This is an optimization exercise on Yosys and OpenROAD, whose aim is small area, not a production implementation.
The RTL was checked by simulation tests, not by an equivalence proof against the original design.
Power and IR drop assume default switching activity.

`flow/config.mk`:
```
export PLATFORM = sky130hd
export DESIGN_NAME = wideword_alu_top
export DESIGN_NICKNAME = wideword_alu_top
export VERILOG_FILES = /design/flow/design.v
export SDC_FILE = /design/flow/constraint.sdc
export NUM_CORES = 8
export LEC_CHECK = 0
export ABC_AREA = 1
export CAP_MARGIN = 35
export CORE_MARGIN = 2
export CORE_UTILIZATION = 60
export PLACE_DENSITY = 0.7
export SETUP_SLACK_MARGIN = 0.1
export SLEW_MARGIN = 35
```
`flow/constraint.sdc`:
```
create_clock -name core_clock -period 6.0 [get_ports {clk}]
set_input_delay 1.2000 -clock core_clock [delete_from_list [all_inputs] [get_ports {clk}]]
set_output_delay 1.2000 -clock core_clock [all_outputs]
set_load 0.01 [all_outputs]
```
`flow/design.v`:
```
package wideword_pkg;
	localparam int WORD_BITS     = 128;             
	localparam int BYTES         = WORD_BITS / 8;   
	localparam int AXI_DATA_BITS = 32;              
	localparam int AXI_ADDR_BITS = 8;               
	typedef logic [0:WORD_BITS-1] wide_word_t;      
	typedef enum logic [2:0] {
		OP_ADD = 3'd0,   
		OP_AND = 3'd1,
		OP_NOT = 3'd2,   
		OP_OR  = 3'd3,
		OP_XOR = 3'd4,
		OP_SUB = 3'd5,   
		OP_PRM = 3'd6    
	} alu_op_e;
	typedef enum logic [1:0] {
		W8  = 2'd0,
		W16 = 2'd1,
		W32 = 2'd2       
	} lane_width_e;
	localparam logic [AXI_ADDR_BITS-1:0] ADDR_A0     = 8'h00;   
	localparam logic [AXI_ADDR_BITS-1:0] ADDR_B0     = 8'h10;   
	localparam logic [AXI_ADDR_BITS-1:0] ADDR_CTRL   = 8'h20;   
	localparam logic [AXI_ADDR_BITS-1:0] ADDR_STATUS = 8'h24;   
	localparam logic [AXI_ADDR_BITS-1:0] ADDR_RES0   = 8'h30;   
	localparam logic [1:0] RESP_OKAY   = 2'b00;
	localparam logic [1:0] RESP_SLVERR = 2'b10;
endpackage
`timescale 1ns/1ps
module wideword_alu_top #(
	parameter int ADDR_BITS = wideword_pkg::AXI_ADDR_BITS
) (
	input  logic                                     clk,
	input  logic                                     rst,
	input  logic [ADDR_BITS-1:0]                     awaddr,
	input  logic                                     awvalid,
	output logic                                     awready,
	input  logic [wideword_pkg::AXI_DATA_BITS-1:0]   wdata,
	input  logic [wideword_pkg::AXI_DATA_BITS/8-1:0] wstrb,
	input  logic                                     wvalid,
	output logic                                     wready,
	output logic [1:0]                               bresp,
	output logic                                     bvalid,
	input  logic                                     bready,
	input  logic [ADDR_BITS-1:0]                     araddr,
	input  logic                                     arvalid,
	output logic                                     arready,
	output logic [wideword_pkg::AXI_DATA_BITS-1:0]   rdata,
	output logic [1:0]                               rresp,
	output logic                                     rvalid,
	input  logic                                     rready
);
	logic [31:0] a_q [0:3];    
	logic [31:0] b_q [0:3];
	logic [31:0] r_q [0:3];
	logic [2:0]  op_q;
	logic [1:0]  wd_q;
	logic        done_q;
	logic        ph1_q;        
	logic        ph2_q;        
	logic [3:0]  pend_q;       
	logic        stash_q;      
	logic        wr_rdy_q;
	logic        berr_q;
	logic        rd_rdy_q;
	logic        rerr_q;
	function automatic logic hit_block(input logic [ADDR_BITS-1:0] addr, input logic [1:0] blk);
		hit_block = (addr[ADDR_BITS-1:6] == '0) && (addr[5:4] == blk) && (addr[1:0] == 2'b00);
	endfunction
	function automatic logic hit_word(input logic [ADDR_BITS-1:0] addr, input logic [5:0] a);
		hit_word = (addr[ADDR_BITS-1:6] == '0) && (addr[5:0] == a);
	endfunction
	logic wr_hs, wr_a, wr_b, wr_ctrl, wr_ro, start;
	assign wr_hs   = awvalid & wvalid & wr_rdy_q;
	assign wr_a    = hit_block(awaddr, 2'd0);
	assign wr_b    = hit_block(awaddr, 2'd1);
	assign wr_ctrl = hit_word(awaddr, 6'h20);
	assign wr_ro   = hit_word(awaddr, 6'h24) | hit_block(awaddr, 2'd3);
	logic wr_next, ctrl_next_q, prm_next_q;
	assign wr_next = awvalid & wvalid & ~wr_rdy_q & ~bvalid;
	assign start   = wr_hs & ctrl_next_q;
	assign awready = wr_rdy_q;
	assign wready  = wr_rdy_q;
	assign bresp   = {berr_q, 1'b0};
	always_ff @(posedge clk)
	begin
		if (rst)
		begin
			wr_rdy_q <= 1'b0;
			bvalid   <= 1'b0;
		end
		else
		begin
			wr_rdy_q <= wr_next;
			if (wr_hs)
				bvalid <= 1'b1;
			else if (bready)
				bvalid <= 1'b0;
		end
	end
	always_ff @(posedge clk)
	begin
		ctrl_next_q <= wr_ctrl & (&wstrb);
		prm_next_q  <= wr_ctrl & (&wstrb) & (wdata[2:0] == 3'd6);
	end
	always_ff @(posedge clk)
	begin
		if (!bvalid)
			berr_q <= ~(wr_a | wr_b | wr_ctrl | wr_ro);
	end
	logic [31:0] wd_g;
	assign wd_g = wdata & {32{~rst}};
	always_ff @(posedge clk)
	begin
		for (int w = 0; w < 4; w++)
		begin
			for (int k = 0; k < 4; k++)
			begin
				if (rst | (wr_hs & wr_a & (awaddr[3:2] == 2'(w)) & wstrb[k]))
					a_q[w][k*8 +: 8] <= wd_g[k*8 +: 8];
				if (rst | (wr_hs & wr_b & (awaddr[3:2] == 2'(w)) & wstrb[k]))
					b_q[w][k*8 +: 8] <= wd_g[k*8 +: 8];
			end
		end
	end
	logic is_prm, fresh, pend_any, lane_wr1, lane_wr2, prm_act;
	assign is_prm   = (op_q == 3'd6);
	assign pend_any = |pend_q;
	assign fresh    = wr_hs & prm_next_q & ~pend_any;
	assign prm_act  = fresh | pend_any;
	assign lane_wr1 = ph1_q & ~is_prm;
	assign lane_wr2 = ph2_q & ~is_prm;
	logic sub_q, nota_q, enc_q, enp_q, eng_q, brk16_q, brk8_q;
	always_ff @(posedge clk)
	begin
		if (start)
		begin
			sub_q   <= (wdata[2:0] == 3'd5);
			nota_q  <= (wdata[2:0] == 3'd2);
			enc_q   <= (wdata[5:4] != 2'd3) & ((wdata[2:0] == 3'd0) | (wdata[2:0] == 3'd5));
			enp_q   <= (wdata[5:4] != 2'd3) & ((wdata[2:0] == 3'd0) | (wdata[2:0] == 3'd5) |
				(wdata[2:0] == 3'd4) | (wdata[2:0] == 3'd2) | (wdata[2:0] == 3'd3));
			eng_q   <= (wdata[5:4] != 2'd3) & ((wdata[2:0] == 3'd1) | (wdata[2:0] == 3'd3));
			brk16_q <= (wdata[5:4] != 2'd2);
			brk8_q  <= (wdata[5:4] == 2'd0);
		end
	end
	always_ff @(posedge clk)
	begin
		if (rst)
		begin
			op_q   <= '0;
			wd_q   <= '0;
			done_q <= 1'b0;
			ph1_q  <= 1'b0;
			ph2_q  <= 1'b0;
		end
		else
		begin
			ph1_q <= start;
			ph2_q <= ph1_q;
			if (start)
			begin
				op_q   <= wdata[2:0];
				wd_q   <= wdata[5:4];
				done_q <= 1'b0;
			end
			else if (ph1_q)
			begin
				done_q <= 1'b1;
			end
		end
	end
	logic       ar_hs, next_rvalid, stash_ld;
	logic       rd_a, rd_b, rd_c, rd_s, rd_r;
	logic [1:0] rw;
	assign ar_hs       = arvalid & rd_rdy_q;
	assign next_rvalid = ar_hs | (rvalid & ~rready);
	assign stash_ld    = fresh & ~next_rvalid;
	assign rd_a = hit_block(araddr, 2'd0) & ~stash_ld;
	assign rd_b = hit_block(araddr, 2'd1) & ~stash_ld;
	assign rd_c = hit_word(araddr, 6'h20) & ~stash_ld;
	assign rd_s = hit_word(araddr, 6'h24) & ~stash_ld;
	assign rd_r = hit_block(araddr, 2'd3) | stash_ld;
	assign rw   = stash_ld ? 2'd0 : araddr[3:2];
	logic [1:0] wsel, wfp;
	logic       rd_pend;    
	assign rd_pend = hit_block(araddr, 2'd3) & pend_q[araddr[3:2]] & ~ph1_q;
	always_comb
	begin
		if (pend_q[0])
			wfp = 2'd0;
		else if (pend_q[1])
			wfp = 2'd1;
		else if (pend_q[2])
			wfp = 2'd2;
		else if (pend_q[3])
			wfp = 2'd3;
		else
			wfp = 2'd0;        
		wsel = (ar_hs & rd_pend) ? araddr[3:2] : wfp;
	end
	always_ff @(posedge clk)
	begin
		if (rst)
		begin
			pend_q  <= '0;
			stash_q <= 1'b0;
		end
		else
		begin
			stash_q <= stash_ld;
			if (fresh)
				pend_q <= 4'b1110;
			else
				pend_q <= pend_q & ~(4'b0001 << wsel);
		end
	end
	logic [7:0]  a_byte [0:15];    
	logic [31:0] bsel;
	logic [31:0] prm;
	logic [63:0] ah, bh;
	logic [63:0] lane;
	logic [63:0] alu;
	logic [7:0]  gbyte, pbyte;
	always_comb
	begin
		for (int i = 0; i < 16; i++)
			a_byte[i] = a_q[i / 4][31 - 8 * (i % 4) -: 8];
	end
	logic [31:0] b_rd;
	assign b_rd = b_q[araddr[3:2]];
	assign bsel = (ar_hs & rd_pend) ? b_rd : b_q[wfp];
	always_comb
	begin
		for (int j = 0; j < 4; j++)
			prm[31 - 8 * j -: 8] = a_byte[bsel[27 - 8 * j -: 4]];
	end
	assign ah = ph2_q ? {a_q[2], a_q[3]} : {a_q[0], a_q[1]};
	assign bh = ph2_q ? {b_q[2], b_q[3]} : {b_q[0], b_q[1]};
	logic [63:0] bx, p, g, c;
	logic [8:0]  cb;       
	assign bx = nota_q ? '1 : (bh ^ {64{sub_q}});
	assign p  = ah ^ bx;
	assign g  = ah & bx;
	always_comb
	begin
		for (int j = 0; j < 8; j++)
		begin
			logic gj, pj;
			gj = 1'b0;
			pj = 1'b1;
			for (int i = 0; i < 8; i++)
			begin
				gj = g[8*j+i] | (p[8*j+i] & gj);
				pj = pj & p[8*j+i];
			end
			if (j % 4 == 0)
				cb[j] = sub_q;
			else if (((j % 2 == 0) && brk16_q) || brk8_q)
				cb[j] = sub_q;
			else
				cb[j] = gbyte[j-1] | (pbyte[j-1] & cb[j-1]);
			gbyte[j] = gj;
			pbyte[j] = pj;
		end
		for (int j = 0; j < 8; j++)
		begin
			c[8*j] = cb[j];
			for (int i = 1; i < 8; i++)
				c[8*j+i] = g[8*j+i-1] | (p[8*j+i-1] & c[8*j+i-1]);
		end
	end
	assign lane = ((p & {64{enp_q}}) ^ (c & {64{enc_q}})) | (g & {64{eng_q}});
	assign alu = prm_act ? {prm, prm} : lane;
	logic [3:0] rz_q;
	logic [3:0] r_we;
	always_comb
	begin
		for (int w = 0; w < 4; w++)
			r_we[w] = (prm_act & (wsel == 2'(w))) | (lane_wr1 & (w < 2)) | (lane_wr2 & (w >= 2));
	end
	always_ff @(posedge clk)
	begin
		for (int w = 0; w < 4; w++)
		begin
			if (r_we[w])
				r_q[w] <= (w % 2 == 0) ? alu[63:32] : alu[31:0];
		end
		if (rst)
			rz_q <= '1;
		else
			rz_q <= rz_q & ~r_we;
	end
	logic        rd_ok;
	logic        rd_alu;
	logic [31:0] rd_val;
	assign arready = rd_rdy_q;
	assign rresp   = {rerr_q, 1'b0};
	assign rd_alu  = (pend_q[rw] & ~ph1_q) | (lane_wr2 & rw[1]);
	always_comb
	begin
		rd_val = '0;
		rd_ok  = 1'b1;
		if (rd_a)
			rd_val = a_q[rw];
		else if (rd_b)
			rd_val = b_rd;
		else if (rd_c)
			rd_val = {26'd0, wd_q, 1'b0, op_q};
		else if (rd_s)
			rd_val = {31'd0, done_q};
		else if (rd_r)
		begin
			if (rd_alu)
				rd_val = rw[0] ? alu[31:0] : alu[63:32];
			else if (!rz_q[rw])
				rd_val = r_q[rw];
		end
		else
			rd_ok = 1'b0;
	end
	always_ff @(posedge clk)
	begin
		if (rst)
		begin
			rd_rdy_q <= 1'b0;
			rvalid   <= 1'b0;
		end
		else if (ar_hs)
		begin
			rd_rdy_q <= 1'b0;
			rvalid   <= 1'b1;
		end
		else if (rvalid & rready)
		begin
			rd_rdy_q <= 1'b1;
			rvalid   <= 1'b0;
		end
		else if (!rvalid)
		begin
			rd_rdy_q <= 1'b1;
		end
	end
	always_ff @(posedge clk)
	begin
		if ((ar_hs & ~(stash_q & rd_r & (rw == 2'd0))) | stash_ld)
			rdata <= rd_val;
		if (ar_hs)
			rerr_q <= ~rd_ok;
	end
endmodule
```
`flow/flow/run.sh`:
```
#!/bin/bash
# Own layout flow: the standard flow (standard.sh) with these changes. Each tool writes its own
# log here: synth.log (standard synthesis), remap.log (Yosys/ABC remap), layout.log (the rest).
# - after the standard synthesis, its combinational logic is mapped again with ABC (remap.ys,
#   remap.abc); registers and their names and cells stay as the standard synthesis made them;
# - the weakest cells (the _0 drive strengths) are added to the platform's don't-use list; they have
#   the footprint and area of the _1 cells but a far smaller load limit;
# - clock tree synthesis inserts no dummy loads and clusters up to 20 sinks per buffer;
# - the port buffers are buf_2.
set -euo pipefail
DONT_USE="sky130_fd_sc_hd__probe_p_8 sky130_fd_sc_hd__probec_p_8 sky130_fd_sc_hd__lpflow_bleeder_1
 sky130_fd_sc_hd__lpflow_clkbufkapwr_1 sky130_fd_sc_hd__lpflow_clkbufkapwr_16 sky130_fd_sc_hd__lpflow_clkbufkapwr_2
 sky130_fd_sc_hd__lpflow_clkbufkapwr_4 sky130_fd_sc_hd__lpflow_clkbufkapwr_8 sky130_fd_sc_hd__lpflow_clkinvkapwr_1
 sky130_fd_sc_hd__lpflow_clkinvkapwr_16 sky130_fd_sc_hd__lpflow_clkinvkapwr_2 sky130_fd_sc_hd__lpflow_clkinvkapwr_4
 sky130_fd_sc_hd__lpflow_clkinvkapwr_8 sky130_fd_sc_hd__lpflow_decapkapwr_12 sky130_fd_sc_hd__lpflow_decapkapwr_3
 sky130_fd_sc_hd__lpflow_decapkapwr_4 sky130_fd_sc_hd__lpflow_decapkapwr_6 sky130_fd_sc_hd__lpflow_decapkapwr_8
 sky130_fd_sc_hd__lpflow_inputiso0n_1 sky130_fd_sc_hd__lpflow_inputiso0p_1 sky130_fd_sc_hd__lpflow_inputiso1n_1
 sky130_fd_sc_hd__lpflow_inputiso1p_1 sky130_fd_sc_hd__lpflow_inputisolatch_1 sky130_fd_sc_hd__lpflow_isobufsrc_1
 sky130_fd_sc_hd__lpflow_isobufsrc_16 sky130_fd_sc_hd__lpflow_isobufsrc_2 sky130_fd_sc_hd__lpflow_isobufsrc_4
 sky130_fd_sc_hd__lpflow_isobufsrc_8 sky130_fd_sc_hd__lpflow_isobufsrckapwr_16
 sky130_fd_sc_hd__lpflow_lsbuf_lh_hl_isowell_tap_1 sky130_fd_sc_hd__lpflow_lsbuf_lh_hl_isowell_tap_2
 sky130_fd_sc_hd__lpflow_lsbuf_lh_hl_isowell_tap_4 sky130_fd_sc_hd__lpflow_lsbuf_lh_isowell_4
 sky130_fd_sc_hd__lpflow_lsbuf_lh_isowell_tap_1 sky130_fd_sc_hd__lpflow_lsbuf_lh_isowell_tap_2
 sky130_fd_sc_hd__lpflow_lsbuf_lh_isowell_tap_4
 sky130_fd_sc_hd__a2111oi_0 sky130_fd_sc_hd__a21boi_0 sky130_fd_sc_hd__and2_0 sky130_fd_sc_hd__einvn_0
 sky130_fd_sc_hd__o21ai_0 sky130_fd_sc_hd__o311ai_0 sky130_fd_sc_hd__or2_0"
W=$PWD
R=$W/orfs/results/$FLOW_PLATFORM/wideword_alu_top/base
YOSYS=$FLOW_HOME/../tools/install/yosys/bin/yosys
[[ -x $YOSYS ]] || YOSYS=yosys
bash standard.sh DONT_USE_CELLS="$(echo $DONT_USE)" synth > $W/synth.log 2>&1
cp $R/1_2_yosys.v $W/std_synth.v
sed -e "s#@IN@#$W/std_synth.v#; s#@OUT@#$R/1_2_yosys.v#; s#@ABC@#$W/flow/remap.abc#; s#@CONSTR@#$W/flow/abc.constr#; s#@LIB@#$FLOW_HOME/platforms/$FLOW_PLATFORM/lib/sky130_fd_sc_hd__tt_025C_1v80.lib#g" \
	$W/flow/remap.ys > $W/remap.ys
$YOSYS -s $W/remap.ys > $W/remap.log 2>&1
rm -f $R/1_synth.odb $R/1_synth.sdc
bash standard.sh \
	DONT_USE_CELLS="$(echo $DONT_USE)" \
	CTS_ARGS="-sink_clustering_enable -repair_clock_nets -dont_use_dummy_load -sink_clustering_size 20 -sink_clustering_max_diameter 100" \
	BUFFER_PORTS_ARGS="-buffer_cell sky130_fd_sc_hd__buf_2" \
	finish > layout.log 2>&1
```
`flow/flow/abc.constr`:
```
set_driving_cell sky130_fd_sc_hd__buf_1
set_load 5
```
`flow/flow/remap.abc`:
```
&get -n
&st
&dch
&nf
&put
topo
stime -c
buffer -c -p -N 8
upsize -c {D}
dnsize -c {D}
```
`flow/flow/remap.ys`:
```
# Map the combinational logic of the standard synthesis again; registers and tie cells stay.
read_liberty -overwrite -ignore_miss_func -setattr liberty_cell @LIB@
read_verilog @IN@
hierarchy -top wideword_alu_top
setattr -mod -set keep_hierarchy 1 sky130_fd_sc_hd__df* sky130_fd_sc_hd__edf* sky130_fd_sc_hd__sdf* sky130_fd_sc_hd__conb*
flatten
opt_clean -purge
abc -script @ABC@ -constr @CONSTR@ -liberty @LIB@ -dont_use sky130_fd_sc_hd__lpflow_bleeder_1 -dont_use sky130_fd_sc_hd__lpflow_clkbufkapwr_1 -dont_use sky130_fd_sc_hd__lpflow_clkbufkapwr_16 -dont_use sky130_fd_sc_hd__lpflow_clkbufkapwr_2 -dont_use sky130_fd_sc_hd__lpflow_clkbufkapwr_4 -dont_use sky130_fd_sc_hd__lpflow_clkbufkapwr_8 -dont_use sky130_fd_sc_hd__lpflow_clkinvkapwr_1 -dont_use sky130_fd_sc_hd__lpflow_clkinvkapwr_16 -dont_use sky130_fd_sc_hd__lpflow_clkinvkapwr_2 -dont_use sky130_fd_sc_hd__lpflow_clkinvkapwr_4 -dont_use sky130_fd_sc_hd__lpflow_clkinvkapwr_8 -dont_use sky130_fd_sc_hd__lpflow_decapkapwr_12 -dont_use sky130_fd_sc_hd__lpflow_decapkapwr_3 -dont_use sky130_fd_sc_hd__lpflow_decapkapwr_4 -dont_use sky130_fd_sc_hd__lpflow_decapkapwr_6 -dont_use sky130_fd_sc_hd__lpflow_decapkapwr_8 -dont_use sky130_fd_sc_hd__lpflow_inputiso0n_1 -dont_use sky130_fd_sc_hd__lpflow_inputiso0p_1 -dont_use sky130_fd_sc_hd__lpflow_inputiso1n_1 -dont_use sky130_fd_sc_hd__lpflow_inputiso1p_1 -dont_use sky130_fd_sc_hd__lpflow_inputisolatch_1 -dont_use sky130_fd_sc_hd__lpflow_isobufsrc_1 -dont_use sky130_fd_sc_hd__lpflow_isobufsrc_16 -dont_use sky130_fd_sc_hd__lpflow_isobufsrc_2 -dont_use sky130_fd_sc_hd__lpflow_isobufsrc_4 -dont_use sky130_fd_sc_hd__lpflow_isobufsrc_8 -dont_use sky130_fd_sc_hd__lpflow_isobufsrckapwr_16 -dont_use sky130_fd_sc_hd__lpflow_lsbuf_lh_hl_isowell_tap_1 -dont_use sky130_fd_sc_hd__lpflow_lsbuf_lh_hl_isowell_tap_2 -dont_use sky130_fd_sc_hd__lpflow_lsbuf_lh_hl_isowell_tap_4 -dont_use sky130_fd_sc_hd__lpflow_lsbuf_lh_isowell_4 -dont_use sky130_fd_sc_hd__lpflow_lsbuf_lh_isowell_tap_1 -dont_use sky130_fd_sc_hd__lpflow_lsbuf_lh_isowell_tap_2 -dont_use sky130_fd_sc_hd__lpflow_lsbuf_lh_isowell_tap_4 -dont_use sky130_fd_sc_hd__probe_p_8 -dont_use sky130_fd_sc_hd__probec_p_8 -dont_use sky130_fd_sc_hd__a2111oi_0 -dont_use sky130_fd_sc_hd__a21boi_0 -dont_use sky130_fd_sc_hd__and2_0 -dont_use sky130_fd_sc_hd__einvn_0 -dont_use sky130_fd_sc_hd__o21ai_0 -dont_use sky130_fd_sc_hd__o311ai_0 -dont_use sky130_fd_sc_hd__or2_0 -D 6000
opt_clean -purge
hilomap -singleton -hicell sky130_fd_sc_hd__conb_1 HI -locell sky130_fd_sc_hd__conb_1 LO
setattr -mod -unset keep_hierarchy
delete sky130_fd_sc_hd__*
write_verilog -noattr -noexpr -nohex -nodec @OUT@
```
`flow/standard.sh`:
```
#!/bin/bash
# synth_recipe.tcl (not shown) runs the flow's synth.tcl, then flattens the netlist and writes it again
# the make line also repeats each setting of config.mk as NAME=value (left out here)
make -C /OpenROAD-flow-scripts/flow DESIGN_CONFIG=/design/flow/config.mk WORK_HOME=/design/flow/orfs CLKGATE_MAP_FILE= SYNTH_SCRIPT=/design/flow/synth_recipe.tcl "${@:-finish}"
```
==> impl_metrics.yaml <==
run_status:
  outcome: "timing/DRC/antenna clean"
clock_network:
  cts_num_sinks: 448
  cts-buffers-inserted: 27
  clock_tree_from_tritoncts: "yes"
  ctsRootBufferMaster: "sky130_fd_sc_hd__clkbuf_16"
  htreeDepth: 1
  clock_latency_ns: 0.61
  worst_setup_hold_path_clk_slew_ns: 0.09
  cts_max_path_buffers: 3
setup_path:
  slowest_cell_delay_on_critical_path_ns: 0.57
  cp-end-kind: "register"
  worst-endpoint-required_ns: 6.35
  critical_path_arrival_ns: 6.23
  crit_path_start_kind: "register"
  crit_path_frequent_cell: "sky130_fd_sc_hd__a22o_1"
  critical_path_class: "register to register"
  crit_chain: "buf_12, mux2i_1, nand3_1, nor2b_1, a311o_1, a21o_1, maj3_2, a21o_1, a21o_1, a21bo_1, a32o_1, a22o_1, a22o_1, a22o_1, a22o_1, a22oi_4, o21ai_2, xor2_2, nand3_2, o211ai_2, a221oi_2, or3_1"
  biggest_fanout_along_the_worst_timing_path: 5
  worst_path_cell_with_the_longest_stage_delay: "sky130_fd_sc_hd__mux2i_1"
finish:
  layout-drive-gt1-share_pct: 14.08
  final_nets: 2972
  areaGrowthSynthToFinish_pct: 10.14
drt:
  via_count: 28441
  ant_nets: 0
  drt-wirelength-per-cell_microns: 38.91
  route.detailed.drc: 0
  detail_route.iter0.violations: 7729
  final_routed_wirelength_microns: 136900
  drt-pass1-iter-count: 17
  via_per_inst: 8.084
synth:
  syn-mean-instance-area_sq_um: 9.814
  syn_area_sq_um: 27440
  postSynthCellCount: 2796
  synth.yosys.warnings: 5
grt:
  wire_length_of_the_first_global_routing_pass_microns: 187400
  grt_max_degree: 76
  grt_antenna_before_repair: 9
  first_global_vias: 25672
  globalRoute.totalOverflow: 0
  grt.total_usage_pct: 56.11
floorplan:
  initial_utilization_pct: 60.60
  chipHeight_microns: 217.9
  core_sq_um: 45280
  rows: 78
  dieArea_sq_um: 47460
  boundaryPins: 100
  floorplan.die.width_microns: 217.9
pwr:
  power.leakage_nw: 10.77
  post-layout-total-power_w: 0.007195
  powerDensity_nw_per_um2: 238.0
  irDropWorstVdd_mv: 0.3257
timing:
  setup_ws_ns: 0.1241
  max_slew.worst_pin.slew_ns: 1.066
  report.final.hold_viol_count: 0
  final.setup.tns_ns: 0
  final_min_period_over_clock_period_pct: 97.93
  setup_violations: 0
  timing.fmax_mhz: 170.2
  finalCriticalPeriod_ns: 5.876
  final_max_slew_viol_count: 0
  rsz0062_at_grt: "yes"
  final.setup_skew_ns: 0.03738
  fin_worst_hold_slack_ns: 0.4880
  relSlewSlack_pct: 28.79
placement:
  worst_slack_placed_ns: 0.1023
  detailed_place_hpwl_microns: 94180
  gp_congestion: 1.251
  place.port_buffers: 97
run:
  max_cap_violations: 0
hold_path:
  hold_path.class: "register to register"
[flip-flops by register name (all words and copies together) (netlist names), 2 cells and up]
register	cells
b_q	128
op_q	3
rz_q	4
rdata	32
a_q	128
r_q	128
pend_q	4
wd_q	2
[timing repair]
| item | 4_1_cts | 5_1_grt |
|---|---|---|
| setup buffers | 0 | 9 |
| pin swaps | 0 | 2 |
| gates cloned | 0 | 0 |
| endpoints found under the setup margin | 1 | 5 |
| hold endpoints to repair | 0 | 0 |
| hold buffers | 0 | 0 |
| gates resized for setup | 1 | 12 |
[power by group]
part,total (W),leakage (nW),internal (W),switching [W]
clock network,0.00181,0.333,0.000795,0.00101
logic,0.00149,6.23,0.000456,0.00103
registers,0.00390,4.20,0.00361,0.000297
total,0.00719,10.8,0.00486,0.00234
[critical path: cells and delay by family (launching register included)]
kind,cells,cell delay [ns]
multiplexers,1,0.57
flip-flops,1,0.45
buffers and inverters,1,0.14
adder cells (fa/ha/maj),1,0.33
AO/OA/AOI/OAI,14,3.01
AND/OR/NAND/NOR,4,0.91
XOR/XNOR,1,0.22
[final cells by class]
class / instances / area, sq um
multi-input cells: 2104 / 13360
clock buffers: 27 / 675.6
diodes: 7 / 17.52
flip-flops and latches: 448 / 13230
well taps: 600 / 750.7
repair buffers: 296 / 2057
inverters: 36 / 135.1
fillers: 3399 / 15060
[metrics by stage]
stage          util (%)  cells  cell area, sq um
6_report          66.75   3518             30230
5_1_grt           66.72   3513             30210
3_5_place_dp      64.88   3475             29380
3_3_place_gp      64.78   3474             29340
4_1_cts           66.38   3502             30060
2_1_floorplan         -   2797             27450
[per-layer routing]
metal  share of wire [%]  GRT usage [%]  up-vias
met5                0.65          10.94        -
met4                 9.3          34.13       30
met3                  20          33.28      972
met2                  37          73.45     3283
met1                  33          69.13    13150
li1                    -              -    11006
[layout by cell type, fill, tap and decap left out, types with 79 or more instances in the layout]
cell	n
sky130_fd_sc_hd__mux2i_1	117
sky130_fd_sc_hd__a221oi_1	79
sky130_fd_sc_hd__buf_4	192
sky130_fd_sc_hd__edfxtp_1	425
sky130_fd_sc_hd__o21ai_1	111
sky130_fd_sc_hd__buf_2	97
sky130_fd_sc_hd__a22oi_1	126
sky130_fd_sc_hd__nand2_1	319
sky130_fd_sc_hd__a222oi_1	81
sky130_fd_sc_hd__a21oi_1	328
sky130_fd_sc_hd__nor2_1	250
[path summary, 6_finish.rpt]
kind | startpoint | end | slack (ns) | depth (start not counted)
max | ph2_q | rdata[15] | 0.12 | 22
min | bvalid | wr_rdy_q | 0.49 | 1
max reg2reg | ph2_q | rdata[15] | 0.12 | 22
min reg2reg | bvalid | wr_rdy_q | 0.49 | 1

separate check: timing with driven ports:
No port has a modelled driver above. Below, the same layout with a new extraction and two added sets of constraints.
Step 1 sets driving cells, clkbuf_16 on the clock port and buf_2 on the other inputs (assumed; they add their load-dependent delay and slew).
Step 2 times the ports against the registers' clock, not the clock port: input delays grow and output delays shrink by t, the midpoint of the rising clock arrivals with the driver on.
Three values: ideal, step 1, step 2; two values: the first two.
t, ns: 0.655
setup WS [ns]: 0.124 / 0.124 / -0.074
worst setup path at the end: input to register
worst slew at a driven data input, ns: 0.07
cell pins on the clock port's net: 1
Met with ideal ports but missed after step 2: setup timing in this run. The setup slack of this run moves by 0.000 ns with the drivers and by -0.198 ns with both steps.
